Source: an optimization exercise on an open RTL-to-GDS flow (aim: small area, a short achievable clock period and few clock cycles per item). Production flows keep margins and buffers that such runs may drop.
Function was checked by simulation only, so behaviour that the tests miss may differ from the original.
No activity file was given, so power comes from the tool's default toggle rates.

==> v18: inputs <==
Design ds_twr_time_of_flight, start of the top module:
module ds_twr_time_of_flight (
  input  logic         clk_i,
  input  logic         rst_ni,
  input  logic         in_valid_i,
  output logic         in_ready_o,
  input  logic [191:0] in_data_i,
  output logic         out_valid_o,
  input  logic         out_ready_i,
  output logic [50:0]  out_data_o
);
export LEC_CHECK = 0
export CAP_MARGIN = 20
export CORE_MARGIN = 2
export CORE_UTILIZATION = 45
export SLEW_MARGIN = 20
create_clock -name core_clock -period 11.0 [get_ports {clk_i}]
standard.sh (not shown) runs the stock make flow with config.mk's settings and CLKGATE_MAP_FILE= SYNTH_SCRIPT=/design/flow/synth_recipe.tcl, a recipe that flattens the netlist after the stock synthesis.
==> flow/flow/run.sh <==
#!/bin/bash
set -euo pipefail
bash standard.sh SETUP_SLACK_MARGIN=6.5 finish > standard_flow.log 2>&1
==> v2 (differences from v18) <==
--- a/flow/design.v
+++ b/flow/design.v
@@ -3673,37 +3673,48 @@
   wire fs3611 = fc3352 ^ fs3481 ^ fc3480;
   wire fc3612 = (fc3352 & fs3481) | (fc3352 & fc3480) | (fs3481 & fc3480);
   wire fs3613 = fc3356 ^ fs3483 ^ fc3482;
   wire fc3614 = (fc3356 & fs3483) | (fc3356 & fc3482) | (fs3483 & fc3482);
   wire [64:0] dif_a = {fs3613, fs3611, fs3609, fs3607, fs3605, fs3603, fs3601, fs3599, fs3597, fs3595, fs3593, fs3591, fs3589, fs3587, fs3585, fs3583, fs3581, fs3579, fs3577, fs3575, fs3573, fs3571, fs3569, fs3567, fs3565, fs3563, fs3561, fs3559, fs3557, fs3555, fs3553, fs3551, fs3549, fs3547, fs3545, fs3543, fs3541, fs3539, fs3537, fs3535, fs3533, fs3531, fs3529, fs3527, fs3525, fs3523, fs3521, fs3519, fs3517, fs3515, fs3513, fs3511, fs3509, fs3507, fs3505, fs3503, fs3501, fs3499, fs3497, fs3495, fs3493, fs3491, fs3489, fs3487, fs3357};
   wire [64:0] dif_b = {fc3612, fc3610, fc3608, fc3606, fc3604, fc3602, fc3600, fc3598, fc3596, fc3594, fc3592, fc3590, fc3588, fc3586, fc3584, fc3582, fc3580, fc3578, fc3576, fc3574, fc3572, fc3570, fc3568, fc3566, fc3564, fc3562, fc3560, fc3558, fc3556, fc3554, fc3552, fc3550, fc3548, fc3546, fc3544, fc3542, fc3540, fc3538, fc3536, fc3534, fc3532, fc3530, fc3528, fc3526, fc3524, fc3522, fc3520, fc3518, fc3516, fc3514, fc3512, fc3510, fc3508, fc3506, fc3504, fc3502, fc3500, fc3498, fc3496, fc3494, fc3492, fc3490, fc3488, fc3486, fs3485};
+  logic [32:0] lo_sum;
+  assign lo_sum = {1'b0, dif_a[31:0]} + {1'b0, dif_b[31:0]};
   logic        v2_q;
-  logic [64:0] diff2_q;
+  logic [31:0] lo2_q;
+  logic        c2_q;
+  logic [32:0] ha2_q, hb2_q;
   logic [33:0] sum2_q;
   always_ff @(posedge clk_i or negedge rst_ni) begin
     if (!rst_ni) v2_q <= 1'b0;
     else if (adv_i) v2_q <= v1_q;
   end
   always_ff @(posedge clk_i) begin
     if (adv_i) begin
-      diff2_q <= dif_a + dif_b;
-      sum2_q  <= sum1_q;
+      lo2_q  <= lo_sum[31:0];
+      c2_q   <= lo_sum[32];
+      ha2_q  <= dif_a[64:32];
+      hb2_q  <= dif_b[64:32];
+      sum2_q <= sum1_q;
     end
   end
+  logic [32:0] hi;
+  logic [63:0] dif;
+  assign hi  = ha2_q + hb2_q + {32'd0, c2_q};
+  assign dif = {hi[31:0], lo2_q};
   logic        v3_q;
   logic [63:0] mag3_q;
   logic        neg3_q;
   logic [33:0] sum3_q;
   always_ff @(posedge clk_i or negedge rst_ni) begin
     if (!rst_ni) v3_q <= 1'b0;
     else if (adv_i) v3_q <= v2_q;
   end
   always_ff @(posedge clk_i) begin
     if (adv_i) begin
-      neg3_q <= diff2_q[64];
-      mag3_q <= diff2_q[64] ? (64'd0 - diff2_q[63:0]) : diff2_q[63:0];
+      neg3_q <= hi[32];
+      mag3_q <= hi[32] ? (64'd0 - dif) : dif;
       sum3_q <= sum2_q;
     end
   end
   assign valid_o = v3_q;
   assign mag_o   = mag3_q;
   assign neg_o   = neg3_q;
==> flow/flow/run.sh (replaced) <==
#!/bin/bash
set -euo pipefail
bash standard.sh SETUP_SLACK_MARGIN=6.0 finish > standard_flow.log 2>&1
==> v29 (differences from v18) <==
--- a/flow/design.v
+++ b/flow/design.v
@@ -3673,37 +3673,48 @@
   wire fs3611 = fc3352 ^ fs3481 ^ fc3480;
   wire fc3612 = (fc3352 & fs3481) | (fc3352 & fc3480) | (fs3481 & fc3480);
   wire fs3613 = fc3356 ^ fs3483 ^ fc3482;
   wire fc3614 = (fc3356 & fs3483) | (fc3356 & fc3482) | (fs3483 & fc3482);
   wire [64:0] dif_a = {fs3613, fs3611, fs3609, fs3607, fs3605, fs3603, fs3601, fs3599, fs3597, fs3595, fs3593, fs3591, fs3589, fs3587, fs3585, fs3583, fs3581, fs3579, fs3577, fs3575, fs3573, fs3571, fs3569, fs3567, fs3565, fs3563, fs3561, fs3559, fs3557, fs3555, fs3553, fs3551, fs3549, fs3547, fs3545, fs3543, fs3541, fs3539, fs3537, fs3535, fs3533, fs3531, fs3529, fs3527, fs3525, fs3523, fs3521, fs3519, fs3517, fs3515, fs3513, fs3511, fs3509, fs3507, fs3505, fs3503, fs3501, fs3499, fs3497, fs3495, fs3493, fs3491, fs3489, fs3487, fs3357};
   wire [64:0] dif_b = {fc3612, fc3610, fc3608, fc3606, fc3604, fc3602, fc3600, fc3598, fc3596, fc3594, fc3592, fc3590, fc3588, fc3586, fc3584, fc3582, fc3580, fc3578, fc3576, fc3574, fc3572, fc3570, fc3568, fc3566, fc3564, fc3562, fc3560, fc3558, fc3556, fc3554, fc3552, fc3550, fc3548, fc3546, fc3544, fc3542, fc3540, fc3538, fc3536, fc3534, fc3532, fc3530, fc3528, fc3526, fc3524, fc3522, fc3520, fc3518, fc3516, fc3514, fc3512, fc3510, fc3508, fc3506, fc3504, fc3502, fc3500, fc3498, fc3496, fc3494, fc3492, fc3490, fc3488, fc3486, fs3485};
+  logic [32:0] lo_sum;
+  assign lo_sum = {1'b0, dif_a[31:0]} + {1'b0, dif_b[31:0]};
   logic        v2_q;
-  logic [64:0] diff2_q;
+  logic [31:0] lo2_q;
+  logic        c2_q;
+  logic [32:0] ha2_q, hb2_q;
   logic [33:0] sum2_q;
   always_ff @(posedge clk_i or negedge rst_ni) begin
     if (!rst_ni) v2_q <= 1'b0;
     else if (adv_i) v2_q <= v1_q;
   end
   always_ff @(posedge clk_i) begin
     if (adv_i) begin
-      diff2_q <= dif_a + dif_b;
-      sum2_q  <= sum1_q;
+      lo2_q  <= lo_sum[31:0];
+      c2_q   <= lo_sum[32];
+      ha2_q  <= dif_a[64:32];
+      hb2_q  <= dif_b[64:32];
+      sum2_q <= sum1_q;
     end
   end
+  logic [32:0] hi;
+  logic [63:0] dif;
+  assign hi  = ha2_q + hb2_q + {32'd0, c2_q};
+  assign dif = {hi[31:0], lo2_q};
   logic        v3_q;
   logic [63:0] mag3_q;
   logic        neg3_q;
   logic [33:0] sum3_q;
   always_ff @(posedge clk_i or negedge rst_ni) begin
     if (!rst_ni) v3_q <= 1'b0;
     else if (adv_i) v3_q <= v2_q;
   end
   always_ff @(posedge clk_i) begin
     if (adv_i) begin
-      neg3_q <= diff2_q[64];
-      mag3_q <= diff2_q[64] ? (64'd0 - diff2_q[63:0]) : diff2_q[63:0];
+      neg3_q <= hi[32];
+      mag3_q <= hi[32] ? (64'd0 - dif) : dif;
       sum3_q <= sum2_q;
     end
   end
   assign valid_o = v3_q;
   assign mag_o   = mag3_q;
   assign neg_o   = neg3_q;
==> flow/flow/run.sh (replaced) <==
#!/bin/bash
set -euo pipefail
bash standard.sh SETUP_SLACK_MARGIN=7.0 finish > standard_flow.log 2>&1
CORE_UTILIZATION = 40   (was 45)
==> v12 (differences from v18) <==
--- a/flow/design.v
+++ b/flow/design.v
@@ -3673,37 +3673,48 @@
   wire fs3611 = fc3352 ^ fs3481 ^ fc3480;
   wire fc3612 = (fc3352 & fs3481) | (fc3352 & fc3480) | (fs3481 & fc3480);
   wire fs3613 = fc3356 ^ fs3483 ^ fc3482;
   wire fc3614 = (fc3356 & fs3483) | (fc3356 & fc3482) | (fs3483 & fc3482);
   wire [64:0] dif_a = {fs3613, fs3611, fs3609, fs3607, fs3605, fs3603, fs3601, fs3599, fs3597, fs3595, fs3593, fs3591, fs3589, fs3587, fs3585, fs3583, fs3581, fs3579, fs3577, fs3575, fs3573, fs3571, fs3569, fs3567, fs3565, fs3563, fs3561, fs3559, fs3557, fs3555, fs3553, fs3551, fs3549, fs3547, fs3545, fs3543, fs3541, fs3539, fs3537, fs3535, fs3533, fs3531, fs3529, fs3527, fs3525, fs3523, fs3521, fs3519, fs3517, fs3515, fs3513, fs3511, fs3509, fs3507, fs3505, fs3503, fs3501, fs3499, fs3497, fs3495, fs3493, fs3491, fs3489, fs3487, fs3357};
   wire [64:0] dif_b = {fc3612, fc3610, fc3608, fc3606, fc3604, fc3602, fc3600, fc3598, fc3596, fc3594, fc3592, fc3590, fc3588, fc3586, fc3584, fc3582, fc3580, fc3578, fc3576, fc3574, fc3572, fc3570, fc3568, fc3566, fc3564, fc3562, fc3560, fc3558, fc3556, fc3554, fc3552, fc3550, fc3548, fc3546, fc3544, fc3542, fc3540, fc3538, fc3536, fc3534, fc3532, fc3530, fc3528, fc3526, fc3524, fc3522, fc3520, fc3518, fc3516, fc3514, fc3512, fc3510, fc3508, fc3506, fc3504, fc3502, fc3500, fc3498, fc3496, fc3494, fc3492, fc3490, fc3488, fc3486, fs3485};
+  logic [32:0] lo_sum;
+  assign lo_sum = {1'b0, dif_a[31:0]} + {1'b0, dif_b[31:0]};
   logic        v2_q;
-  logic [64:0] diff2_q;
+  logic [31:0] lo2_q;
+  logic        c2_q;
+  logic [32:0] ha2_q, hb2_q;
   logic [33:0] sum2_q;
   always_ff @(posedge clk_i or negedge rst_ni) begin
     if (!rst_ni) v2_q <= 1'b0;
     else if (adv_i) v2_q <= v1_q;
   end
   always_ff @(posedge clk_i) begin
     if (adv_i) begin
-      diff2_q <= dif_a + dif_b;
-      sum2_q  <= sum1_q;
+      lo2_q  <= lo_sum[31:0];
+      c2_q   <= lo_sum[32];
+      ha2_q  <= dif_a[64:32];
+      hb2_q  <= dif_b[64:32];
+      sum2_q <= sum1_q;
     end
   end
+  logic [32:0] hi;
+  logic [63:0] dif;
+  assign hi  = ha2_q + hb2_q + {32'd0, c2_q};
+  assign dif = {hi[31:0], lo2_q};
   logic        v3_q;
   logic [63:0] mag3_q;
   logic        neg3_q;
   logic [33:0] sum3_q;
   always_ff @(posedge clk_i or negedge rst_ni) begin
     if (!rst_ni) v3_q <= 1'b0;
     else if (adv_i) v3_q <= v2_q;
   end
   always_ff @(posedge clk_i) begin
     if (adv_i) begin
-      neg3_q <= diff2_q[64];
-      mag3_q <= diff2_q[64] ? (64'd0 - diff2_q[63:0]) : diff2_q[63:0];
+      neg3_q <= hi[32];
+      mag3_q <= hi[32] ? (64'd0 - dif) : dif;
       sum3_q <= sum2_q;
     end
   end
   assign valid_o = v3_q;
   assign mag_o   = mag3_q;
   assign neg_o   = neg3_q;
==> summary.txt <==
- v18 ran to the end with no violations. v2 completed with no timing, DRC or antenna violations. v12 went through all stages and came out clean. v29 passed the timing, design-rule and antenna checks.
- In v2 the combinational power is smaller than in v29, by about 3%.
- Wire length: v29 > v18 > v12 > v2.
- Global-route usage: v18 > v12 > v2 > v29.
- Sequential share of layout area, highest first: v2, v12, v18, v29.
- Between v18 and v12, the lower clock skew is in v18 (gap 4.4 ps).
Testbench counts of v18, summed over its fixed seeds: cycles 1,896, items 1,600.
Testbench counts of v2, summed over its fixed seeds: cycles 1,896, items 1,600.
Testbench counts of v29, summed over its fixed seeds: cycles 1,896, items 1,600.
Testbench counts of v12, summed over its fixed seeds: cycles 1,896, items 1,600.

-- what the ideal ports hide --
The results above use ideal ports. As a check the final layouts listed here were re-extracted and re-timed, cells and wires unchanged.
Step 1 sets driving cells, clkbuf_16 on the clock port and buf_2 on the other inputs (assumed; they add their load-dependent delay and slew).
Step 2 also shifts input and output timing later by t, the mid clock arrival at the registers, as if the neighbouring blocks saw the same clock.
Three values: no drivers, after step 1, after step 2; two values: the first two.
run | t, ns | slack for setup (ns) | worst setup path at the end | latest minus earliest clock arrival (ns) | slew at the worst register clock pin (ns)
v18 | 1.100 | 5.641 / 5.641 / 5.577 | input to register | 0.143 / 0.143 | 0.08 / 0.08
v2 | 1.095 | 5.989 / 5.989 / 5.117 | input to register | 0.106 / 0.105 | 0.07 / 0.07
v29 | 1.136 | 5.947 / 5.947 / 5.630 | input to register | 0.168 / 0.168 | 0.07 / 0.07
v12 | 1.099 | 6.021 / 6.021 / 5.426 | input to register | 0.145 / 0.145 | 0.08 / 0.08
After both steps setup and hold are still met in every run listed. For v2, which loses most, drivers alone change the setup slack by 0.000 ns; drivers and shift together by -0.872 ns.
